Background: an optimization exercise with open tools, aiming at small area and a short achievable clock period. Do not read the settings as production practice.
Function was checked by simulation only, so behaviour that the tests miss may differ from the original.
Power figures rest on the tool's default switching activity, not on a simulated workload.

// tag_wb_buffer
module tag_wb_buffer #(
    parameter int AW    = 32,
    parameter int DW    = 128,
    parameter int DEPTH = 4
) (
    input  logic                     clk,
    input  logic                     rst,
    input  logic                     wb_valid,
    output logic                     wb_ready,
    input  logic [AW-1:0]            wb_addr,
    input  logic [DW-1:0]            wb_data,
    output logic                     mem_valid,
    input  logic                     mem_ready,
    output logic [AW-1:0]            mem_addr,
    output logic [DW-1:0]            mem_data,
    input  logic                     lk_valid,
    input  logic [AW-1:0]            lk_addr,
    output logic                     lk_rsp,
    output logic                     lk_hit,
    output logic [DW-1:0]            lk_data,
    output logic [$clog2(DEPTH):0]   count
);
Size: about 490 I/O pins, ~30000 um^2 of cells after synthesis.
export LEC_CHECK = 0
export CAP_MARGIN = 20
export CORE_MARGIN = 2
export CORE_UTILIZATION = 40
export SLEW_MARGIN = 20
create_clock -name core_clock -period 5.5 [get_ports {clk}]
run.sh (not shown) runs the stock make flow with config.mk's settings and CLKGATE_MAP_FILE= SYNTH_SCRIPT=/design/flow/synth_recipe.tcl, a recipe that flattens the netlist after the stock synthesis.
The baseline ran to the end with no violations.
==> next run, changes <==
==> flow/flow/run.sh (new file) <==
#!/bin/bash
# Standard ORFS layout, except that the port buffers are buf_1 cells rather than the
# resizer's default pick (clkdlybuf4s50_1), which is larger and slower.
set -euo pipefail
bash standard.sh "BUFFER_PORTS_ARGS=-buffer_cell sky130_fd_sc_hd__buf_1" finish > make.log 2>&1
==> flow/standard.sh (new file) <==
#!/bin/bash
# synth_recipe.tcl (not shown) runs the flow's synth.tcl, then flattens the netlist and writes it again
# the make line also repeats each setting of config.mk as NAME=value (left out here)
make -C /OpenROAD-flow-scripts/flow DESIGN_CONFIG=/design/flow/config.mk WORK_HOME=/design/flow/orfs CLKGATE_MAP_FILE= SYNTH_SCRIPT=/design/flow/synth_recipe.tcl "${@:-finish}"
- ABC_CLOCK_PERIOD_IN_PS: unset -> 2500
- CORE_UTILIZATION: 40 -> 60
- SETUP_SLACK_MARGIN: unset -> 2.5
removed: flow/run.sh
The new run finished with timing, DRC and antenna clean.
Routed wire length went up by about 12%.
Setup slack gets better by 1.2 ns.
Clock skew went down by 0.022 ns.
Combinational power went up by 33%.
Sequential cell count is unchanged.
Die area went down by 33%.
Area after synthesis does not change.
Final cell count went down by about 5%.
==> next run, changes <==
- ABC_CLOCK_PERIOD_IN_PS: 2500 -> unset
=> Wire length is unchanged; clock-buffer cell count is unchanged; final cell count is unchanged; fmax is unchanged; cell area is unchanged; clock power is about the same; die area is unchanged; total power stays the same; utilization is unchanged; first-iteration DRC count stays the same; worst setup slack does not change.
==> next run, changes <==
- CTS_BUF_LIST: unset -> sky130_fd_sc_hd__clkbuf_4 sky130_fd_sc_hd__clkbuf_8
- CTS_CLUSTER_SIZE: unset -> 20
Power came out lower by 4.1%; global-route usage came out higher by 1.1 points; worst setup slack loses 0.14 ns.

The RTL this note starts from:
==> flow/design.v <==
module tag_wb_buffer #(
    parameter int AW    = 32,
    parameter int DW    = 128,
    parameter int DEPTH = 4
) (
    input  logic                     clk,
    input  logic                     rst,
    input  logic                     wb_valid,
    output logic                     wb_ready,
    input  logic [AW-1:0]            wb_addr,
    input  logic [DW-1:0]            wb_data,
    output logic                     mem_valid,
    input  logic                     mem_ready,
    output logic [AW-1:0]            mem_addr,
    output logic [DW-1:0]            mem_data,
    input  logic                     lk_valid,
    input  logic [AW-1:0]            lk_addr,
    output logic                     lk_rsp,
    output logic                     lk_hit,
    output logic [DW-1:0]            lk_data,
    output logic [$clog2(DEPTH):0]   count
);
    localparam int CW = $clog2(DEPTH) + 1;
    localparam logic [CW-1:0] FULL = CW'(DEPTH);
    logic [AW-1:0]    addr_q [DEPTH];
    logic [DW-1:0]    data_q [DEPTH];
    logic [DEPTH-1:0] v;                
    logic [DEPTH-1:0] q [DEPTH];        
    localparam int GB  = 16;            
    localparam int NMA = AW / GB;
    localparam int NMD = DW / GB;
    localparam int NLD = DW / GB;
    logic [DEPTH-1:0] ma_sel [NMA];     
    logic [DEPTH-1:0] md_sel [NMD];     
    logic [DEPTH-1:0] lk_sel [NLD];     
    logic [DEPTH-1:0] sel_d;
    logic [DEPTH-1:0] ws;               
    logic [DEPTH-1:0] co_m, lk_m;
    logic             wb_acc, retire, co_hit, alloc, wb_lk;
    logic             hdup;             
    logic             hdup_n;
    logic [DEPTH-1:0] wb_eq, lk_eq;     
    logic             wl_eq;            
    logic [DEPTH-1:0] q1 [DEPTH+1];
    logic [DEPTH-1:0] q2 [DEPTH];
    logic [DEPTH-1:0] v_n, sel_n;
    logic [CW-1:0]    cnt_ap, cnt_co;
    logic [AW-1:0]    ma;
    logic [DW-1:0]    md, ld;
    always_comb begin
        wb_ready  = (count != FULL);
        mem_valid = (count != '0);
        wb_acc    = wb_valid && wb_ready;
        retire    = mem_valid && mem_ready;
        ws = '0;
        for (int j = DEPTH - 1; j >= 0; j--) begin
            if (!v[j]) begin
                ws    = '0;
                ws[j] = 1'b1;
            end
        end
        for (int j = 0; j < DEPTH; j++) begin
            co_m[j] = v[j] && !q[0][j] && wb_eq[j];
            lk_m[j] = v[j] && lk_eq[j];
        end
        co_hit = wb_acc && (co_m != '0);
        alloc  = wb_acc && !co_hit;
        cnt_co = retire ? count - 1'b1 : count;
        cnt_ap = (wb_acc && !retire) ? count + 1'b1 : (!wb_acc && retire) ? count - 1'b1 : count;
        wb_lk  = wb_acc && wl_eq;
        hdup_n = !retire && (hdup || (alloc && (wb_eq & v & q[0]) != '0));
        q1[0] = (count == '0) ? ws : q[0];
        for (int k = 1; k < DEPTH; k++)
            q1[k] = (count == CW'(k) || (wb_acc && (q[k] & wb_eq) != '0)) ? ws : q[k];
        q1[DEPTH] = ws;
        for (int k = 0; k < DEPTH; k++) q2[k] = retire ? q1[k+1] : q1[k];
        v_n = v;
        if (co_hit) v_n = v_n & ~co_m;
        if (retire) v_n = v_n & ~q[0];
        if (wb_acc) v_n = v_n | ws;
        if (wb_lk) sel_n = ws;
        else       sel_n = lk_m & (hdup ? ~q[0] : {DEPTH{1'b1}});
        if (!lk_valid) sel_n = '0;
        sel_d = rst ? '0 : sel_n;
    end
    always_comb begin
        ma = '0;
        md = '0;
        ld = '0;
        for (int j = 0; j < DEPTH; j++) begin
            for (int g = 0; g < NMA; g++)
                ma[g*GB +: GB] = ma[g*GB +: GB] | (addr_q[j][g*GB +: GB] & {GB{ma_sel[g][j]}});
            for (int g = 0; g < NMD; g++)
                md[g*GB +: GB] = md[g*GB +: GB] | (data_q[j][g*GB +: GB] & {GB{md_sel[g][j]}});
            for (int g = 0; g < NLD; g++)
                ld[g*GB +: GB] = ld[g*GB +: GB] | (data_q[j][g*GB +: GB] & {GB{lk_sel[g][j]}});
        end
        mem_addr = ma;
        mem_data = md;
        lk_data  = ld;
    end
    always_ff @(posedge clk) begin
        if (rst) begin
            v      <= '0;
            hdup   <= 1'b0;
            count  <= '0;
            lk_rsp <= 1'b0;
            lk_hit <= 1'b0;
        end else begin
            v <= v_n;
            hdup <= hdup_n;
            count <= co_hit ? cnt_co : cnt_ap;
            lk_rsp <= lk_valid;
            lk_hit <= lk_valid && (wb_lk || lk_m != '0);
        end
    end
    always_ff @(posedge clk) begin
        for (int k = 0; k < DEPTH; k++) q[k] <= q2[k];
    end
    for (genvar j = 0; j < DEPTH; j++) begin : g_cmp
        tag_wb_buffer_eq #(.W(AW)) u_wb (.a(addr_q[j]), .b(wb_addr), .eq(wb_eq[j]));
        tag_wb_buffer_eq #(.W(AW)) u_lk (.a(addr_q[j]), .b(lk_addr), .eq(lk_eq[j]));
    end
    tag_wb_buffer_eq #(.W(AW)) u_wl (.a(wb_addr), .b(lk_addr), .eq(wl_eq));
    for (genvar g = 0; g < NMA; g++) begin : g_ma
        tag_wb_buffer_sel #(.W(DEPTH)) u_sel (.clk(clk), .d(q2[0]), .q(ma_sel[g]));
    end
    for (genvar g = 0; g < NMD; g++) begin : g_md
        tag_wb_buffer_sel #(.W(DEPTH)) u_sel (.clk(clk), .d(q2[0]), .q(md_sel[g]));
    end
    for (genvar g = 0; g < NLD; g++) begin : g_lk
        tag_wb_buffer_sel #(.W(DEPTH)) u_sel (.clk(clk), .d(sel_d), .q(lk_sel[g]));
    end
    always_ff @(posedge clk) begin
        for (int j = 0; j < DEPTH; j++) begin
            if (ws[j]) begin
                addr_q[j] <= wb_addr;
                data_q[j] <= wb_data;
            end
        end
    end
endmodule
module tag_wb_buffer_sel #(
    parameter int W = 4
) (
    input  logic         clk,
    input  logic [W-1:0] d,
    output logic [W-1:0] q
);
    always_ff @(posedge clk) q <= d;
endmodule
module tag_wb_buffer_eq #(
    parameter int W = 32
) (
    input  logic [W-1:0] a,
    input  logic [W-1:0] b,
    output logic         eq
);
    assign eq = (a == b);
endmodule
==> flow/config.mk <==
export PLATFORM = sky130hd
export DESIGN_NAME = tag_wb_buffer
export DESIGN_NICKNAME = tag_wb_buffer
export VERILOG_FILES = /design/flow/design.v
export SDC_FILE = /design/flow/constraint.sdc
export NUM_CORES = 4
export LEC_CHECK = 0
export CAP_MARGIN = 20
export CORE_MARGIN = 2
export CORE_UTILIZATION = 60
export CTS_CLUSTER_DIAMETER = 60
export CTS_CLUSTER_SIZE = 20
export SETUP_SLACK_MARGIN = 2.75
export SLEW_MARGIN = 20
export SYNTH_HIERARCHICAL = 1
export SYNTH_MINIMUM_KEEP_SIZE = 0
==> flow/constraint.sdc <==
create_clock -name core_clock -period 5.5 [get_ports {clk}]
set_input_delay 1.1000 -clock core_clock [delete_from_list [all_inputs] [get_ports {clk}]]
set_output_delay 1.1000 -clock core_clock [all_outputs]
set_load 0.01 [all_outputs]
standard.sh (not shown) runs the stock make flow with config.mk's settings and CLKGATE_MAP_FILE= SYNTH_SCRIPT=/design/flow/synth_recipe.tcl, a recipe that flattens the netlist after the stock synthesis.
==> flow/flow/run.sh <==
#!/bin/bash
# Standard ORFS layout, except that the port buffers are buf_1 cells rather than the
# resizer's default pick (clkdlybuf4s50_1), which is larger and slower.
set -euo pipefail
bash standard.sh "BUFFER_PORTS_ARGS=-buffer_cell sky130_fd_sc_hd__buf_1" finish > make.log 2>&1
==> next run, changes <==
CTS_CLUSTER_DIAMETER = 70   (was 60)
CTS_CLUSTER_SIZE = 24   (was 20)
SETUP_SLACK_MARGIN = 2.7   (was 2.75)
Power is lower by 2.7%.
Setup slack got worse by 7.2 ps.
Count of clock-buffer cells in the layout is lower by 11.
Routed wire length is lower by 2.4%.
Non-clock buffer count is lower by 25.
Final cell count is lower by 1.1%.
Die area stays the same.
Combinational power is lower by 11%.
==> next run, changes <==
CTS_CLUSTER_DIAMETER = 60   (was 70)
CTS_CLUSTER_SIZE = 20   (was 24)
What happened:
- The new run completed without violations
- cell count stays flat
- setup slack gets better by 6.3 ps
- utilization barely changes
- cell area barely changes

tag_wb_buffer, a different RTL version from the one above (not shown whole).
Size in the first run: about 2400 cells after synthesis, about 740 flip-flops, about 0.032 mm² of cells after synthesis.
Design tag_wb_buffer, start of the top module:
module tag_wb_buffer #(
    parameter int AW    = 32,
    parameter int DW    = 128,
    parameter int DEPTH = 4
) (
    input  logic                     clk,
    input  logic                     rst,
    input  logic                     wb_valid,
    output logic                     wb_ready,
    input  logic [AW-1:0]            wb_addr,
    input  logic [DW-1:0]            wb_data,
    output logic                     mem_valid,
    input  logic                     mem_ready,
    output logic [AW-1:0]            mem_addr,
    output logic [DW-1:0]            mem_data,
    input  logic                     lk_valid,
    input  logic [AW-1:0]            lk_addr,
    output logic                     lk_rsp,
    output logic                     lk_hit,
    output logic [DW-1:0]            lk_data,
    output logic [$clog2(DEPTH):0]   count
);
    localparam int CW = $clog2(DEPTH) + 1;
    localparam logic [CW-1:0] FULL = CW'(DEPTH);
    logic [AW-1:0]    addr_q [DEPTH];
    logic [DW-1:0]    data_q [DEPTH];
    logic [DEPTH-1:0] v;                
    logic [DEPTH-1:0] q [DEPTH];        
    localparam int GB  = 16;            
    localparam int NMA = AW / GB;
    localparam int NMD = DW / GB;
    localparam int NLD = DW / GB;
    logic [DEPTH-1:0] ma_sel [NMA];     
    logic [DEPTH-1:0] md_sel [NMD];     
  ...
Settings: LEC_CHECK=0, CAP_MARGIN=20, CORE_MARGIN=2, CORE_UTILIZATION=60, CTS_CLUSTER_DIAMETER=60, CTS_CLUSTER_SIZE=20, SETUP_SLACK_MARGIN=2.9, SLEW_MARGIN=20, SYNTH_HIERARCHICAL=1, SYNTH_MINIMUM_KEEP_SIZE=0, TNS_END_PERCENT=0; clock period 5.5 ns.
Scripts as last shown in full above: flow/flow/run.sh
Change:
--- a/flow/config.mk
+++ b/flow/config.mk
@@ -13 +13 @@
-export SETUP_SLACK_MARGIN = 2.9
+export SETUP_SLACK_MARGIN = 2.7
@@ -17 +16,0 @@
-export TNS_END_PERCENT = 0
Outcome:
- wire length went up by 2.0%
- power went up by 1.1%
- first-iteration DRC count went up by 13%
- final area went up by 0.65%
- worst setup slack gains 10 ps
- hold slack loses 12 ps
- die area is unchanged
Change:
--- a/flow/config.mk
+++ b/flow/config.mk
@@ -16,0 +17 @@
+export TNS_END_PERCENT = 0
Critical path depth rises by 1.
Total power falls by 2.6%.
Cell area falls by 2.3%.
Fmax falls by 3.5%.
Die area does not change.
Worst setup slack gets worse by 100 ps.
Wire length falls by 2.7%.
Sequential cell count does not change.
Change:
--- a/flow/config.mk
+++ b/flow/config.mk
@@ -13 +13 @@
-export SETUP_SLACK_MARGIN = 2.7
+export SETUP_SLACK_MARGIN = 3.1
@@ -17 +16,0 @@
-export TNS_END_PERCENT = 0
Result: The changed run passed the timing, design-rule and antenna checks. Core utilization came out higher by 17 points. Wire length grows by 28%. Fmax came out lower by 6.9%.

RTL: one of the versions met above, not the one the previous note started from.
For scale: ~2300 cells after synthesis, roughly 670 flip-flops, roughly 490 I/O pins.
==> flow/config.mk <==
export PLATFORM = sky130hd
export DESIGN_NAME = tag_wb_buffer
export DESIGN_NICKNAME = tag_wb_buffer
export VERILOG_FILES = /design/flow/design.v
export SDC_FILE = /design/flow/constraint.sdc
export NUM_CORES = 4
export LEC_CHECK = 0
export CAP_MARGIN = 20
export CORE_MARGIN = 2
export CORE_UTILIZATION = 40
export SLEW_MARGIN = 20
==> flow/constraint.sdc <==
create_clock -name core_clock -period 5.5 [get_ports {clk}]
set_input_delay 1.1000 -clock core_clock [delete_from_list [all_inputs] [get_ports {clk}]]
set_output_delay 1.1000 -clock core_clock [all_outputs]
set_load 0.01 [all_outputs]
Scripts as last shown in full above: flow/flow/run.sh
The starting point finished clean.
Rerun with:
- CORE_UTILIZATION: 40 -> 60
- CTS_CLUSTER_DIAMETER: default -> 80
- CTS_CLUSTER_SIZE: default -> 30
- SETUP_SLACK_MARGIN: default -> 2.5
The new run completed without violations.
Synthesized cell count is unchanged.
Clock skew drops by 0.0047 ns.
Power climbs by about 5%.
Final area climbs by about 8%.
Core utilization climbs by 29 points.
Non-clock buffer count climbs by 122.
Maximum frequency climbs by about 30%.
Rerun with:
- CORE_UTILIZATION: 60 -> 40
- CTS_CLUSTER_DIAMETER: 80 -> default
- CTS_CLUSTER_SIZE: 30 -> default
=>
- routed wire length climbs by 6.8%
- final cell count grows by 11%
- maximum frequency shrinks by 2.8%
- area after synthesis is unchanged

## violet
tag_wb_buffer, a different RTL version from the one above (not shown whole).
Size: ~2300 cells after synthesis, ~0.031 sq mm of cells after synthesis.
==> flow/design.v (excerpt) <==
module tag_wb_buffer #(
    parameter int AW    = 32,
    parameter int DW    = 128,
    parameter int DEPTH = 4
) (
    input  logic                     clk,
    input  logic                     rst,
    input  logic                     wb_valid,
    output logic                     wb_ready,
    input  logic [AW-1:0]            wb_addr,
    input  logic [DW-1:0]            wb_data,
    output logic                     mem_valid,
    input  logic                     mem_ready,
    output logic [AW-1:0]            mem_addr,
    output logic [DW-1:0]            mem_data,
    input  logic                     lk_valid,
    input  logic [AW-1:0]            lk_addr,
    output logic                     lk_rsp,
    output logic                     lk_hit,
    output logic [DW-1:0]            lk_data,
    output logic [$clog2(DEPTH):0]   count
);
    localparam int CW = $clog2(DEPTH) + 1;
    localparam logic [CW-1:0] FULL = CW'(DEPTH);
    logic [AW-1:0]    addr_q [DEPTH];
    logic [DW-1:0]    data_q [DEPTH];
    logic [DEPTH-1:0] v;                
    logic [DEPTH-1:0] q [DEPTH];        
    logic [DEPTH-1:0] lk_sel;           
    logic [DEPTH-1:0] ws;               
    logic [DEPTH-1:0] co_m, lk_m;
    logic             wb_acc, retire, co_hit, alloc, wb_lk;
    logic             lk_nh;
    logic [DEPTH-1:0] q1 [DEPTH+1];
    logic [DEPTH-1:0] q2 [DEPTH];
    logic [DEPTH-1:0] v_n, sel_n;
    logic [AW-1:0]    ma;
    logic [DW-1:0]    md, ld;
    always_comb begin
        wb_ready  = (count != FULL);
        mem_valid = (count != '0);
        wb_acc    = wb_valid && wb_ready;
        retire    = mem_valid && mem_ready;
        ws = '0;
        for (int j = DEPTH - 1; j >= 0; j--) begin
            if (!v[j]) begin
                ws    = '0;
                ws[j] = 1'b1;
            end
        end
  ...
clock: 5.5 ns
lec_check: 0
cap_margin: 20
core_margin: 2
core_utilization: 60
cts_cluster_diameter: 60
cts_cluster_size: 20
setup_slack_margin: 2.5
slew_margin: 20
Scripts as last shown in full above: flow/flow/run.sh
## Diff of input files: harbor against violet
Settings: CTS_CLUSTER_DIAMETER now 80, was 60; CTS_CLUSTER_SIZE now 30, was 20.
==> comparison <==
Number of H-tree levels on harbor is down relative to violet.
The sequential cell area share of harbor is higher than that of violet.
Looking at largest driver fanout on the critical path, harbor sits 5 lower than violet does.
Setup changes, harbor to zinc
Settings: ABC_AREA newly set to 1.
### Flow results
Cmp zinc and harbor / mean post-synth cell area / lower: zinc. zinc did not finish: a tool error stopped it during global routing. Compare zinc and harbor | simple-gate share of the synthesized area higher: zinc. Compared zinc vs harbor, and die height is up in zinc. Summary of zinc over harbor: effective utilization at floorplan has decreased; synthesized cell area has increased; multiplexer area fraction after synthesis has decreased; quantity of gates resized following cts has increased. Placement-stage worst setup slack ends up lower on harbor. There was hardly any difference in arithmetic-cell share of the synthesized area counting full adders, half adders and majority gates between harbor and zinc.
Relative to zinc, the following input files were edited for garnet:
Settings: removing ABC_AREA (formerly 1); setting ABC_CLOCK_PERIOD_IN_PS to 1000 for the first time.
==> results.txt <==
- Changes observed in garnet relative to zinc: adder and majority gate portion of the synthesized area essentially unchanged; synthesized cell count decreased about 27%; compound-cell area share of the yosys netlist decreased 1.6 points.
- Looking at the reports, garnet completed the entire flow and the layout it produced met the timing, design-rule and antenna checks.
- Summary: with zinc as the reference, post-CTS resize count in garnet moved down by more than half.
Setup changes, garnet to yarrow
Settings: ABC_CLOCK_PERIOD_IN_PS: 1000 -> unset; SETUP_SLACK_MARGIN: 2.5 -> 2.0.
Notes after the runs:
- Fmax | yarrow vs garnet | yarrow slower
- Launching element of the worst setup path: q[0][2] -> garnet, q[0][0] -> yarrow
- In yarrow, the fraction of final layout cells with drive strength greater than 1 came out 12 points below the value in garnet.
- Comparing yarrow and garnet, the lower routed via count divided by cell count was measured on yarrow.
- yarrow: cell depth of the worst flop-to-flop path is 2 lower than what garnet reported.
- The placed cell count of yarrow and that of garnet are within noise of each other.
- Final cycle utilization of the critical path: yarrow higher than garnet
- Of yarrow and garnet, garnet shows the higher routing usage on met3, with yarrow below it.

## re-timing with driven ports
The flow's constraints put no driver on any port. The routed layouts listed below were extracted and timed again, unchanged, in two steps.
Step 1: set_driving_cell puts a clkbuf_16 on clk and a buf_2 on each other input, an assumption about the parent block.
Step 2, shift: input delay + t, output delay - t, t = (earliest + latest rising clock arrival at the registers) / 2. This alone moves slack from input paths to output paths.
Slacks: no drivers / after step 1 / after step 2; pairs: no drivers / after step 1.
run	t, ns	setup WS [ns]	hold slack, ns	cell pins on the clock port's net
the first run of note 1	0.674	1.167 / 1.103 / 0.558	0.508 / 0.508 / 0.508	1
the second run of note 1	0.680	2.368 / 2.301 / 1.763	0.560 / 0.560 / 0.560	1
the third run of note 1	0.680	2.368 / 2.301 / 1.763	0.560 / 0.560 / 0.560	1
the fourth run of note 1	0.797	2.230 / 2.160 / 1.617	0.542 / 0.542 / 0.542	1
the first run of note 2	0.668	2.665 / 2.625 / 2.009	0.500 / 0.500 / 0.500	1
the second run of note 2	0.665	2.658 / 2.643 / 2.023	0.503 / 0.503 / 0.503	1
the third run of note 2	0.666	2.664 / 2.652 / 2.009	0.495 / 0.495 / 0.495	1
the first run of note 3	0.683	2.656 / 2.671 / 1.988	0.544 / 0.544 / 0.544	1
the second run of note 3	0.688	2.666 / 2.640 / 1.999	0.532 / 0.532 / 0.532	1
the third run of note 3	0.680	2.565 / 2.521 / 1.893	0.551 / 0.551 / 0.551	1
the fourth run of note 3	0.696	2.347 / 2.355 / 1.660	0.569 / 0.569 / 0.569	1
the first run of note 4	0.673	1.498 / 1.529 / 0.856	0.508 / 0.508 / 0.508	1
the second run of note 4	0.651	2.394 / 2.327 / 1.771	0.551 / 0.551 / 0.551	1
the third run of note 4	0.698	2.305 / 2.242 / 1.703	0.561 / 0.561 / 0.561	1
violet	0.670	2.447 / 2.382 / 1.864	0.494 / 0.494 / 0.494	1
harbor	0.720	2.382 / 2.315 / 1.838	0.496 / 0.496 / 0.496	1
garnet	0.720	2.382 / 2.315 / 1.838	0.496 / 0.496 / 0.496	1
yarrow	0.656	2.036 / 1.971 / 1.426	0.497 / 0.497 / 0.497	1
After both steps every run listed still meets setup and hold. For the fourth run of note 3, which loses most, drivers alone change the setup slack by +0.008 ns; drivers and shift together by -0.687 ns.
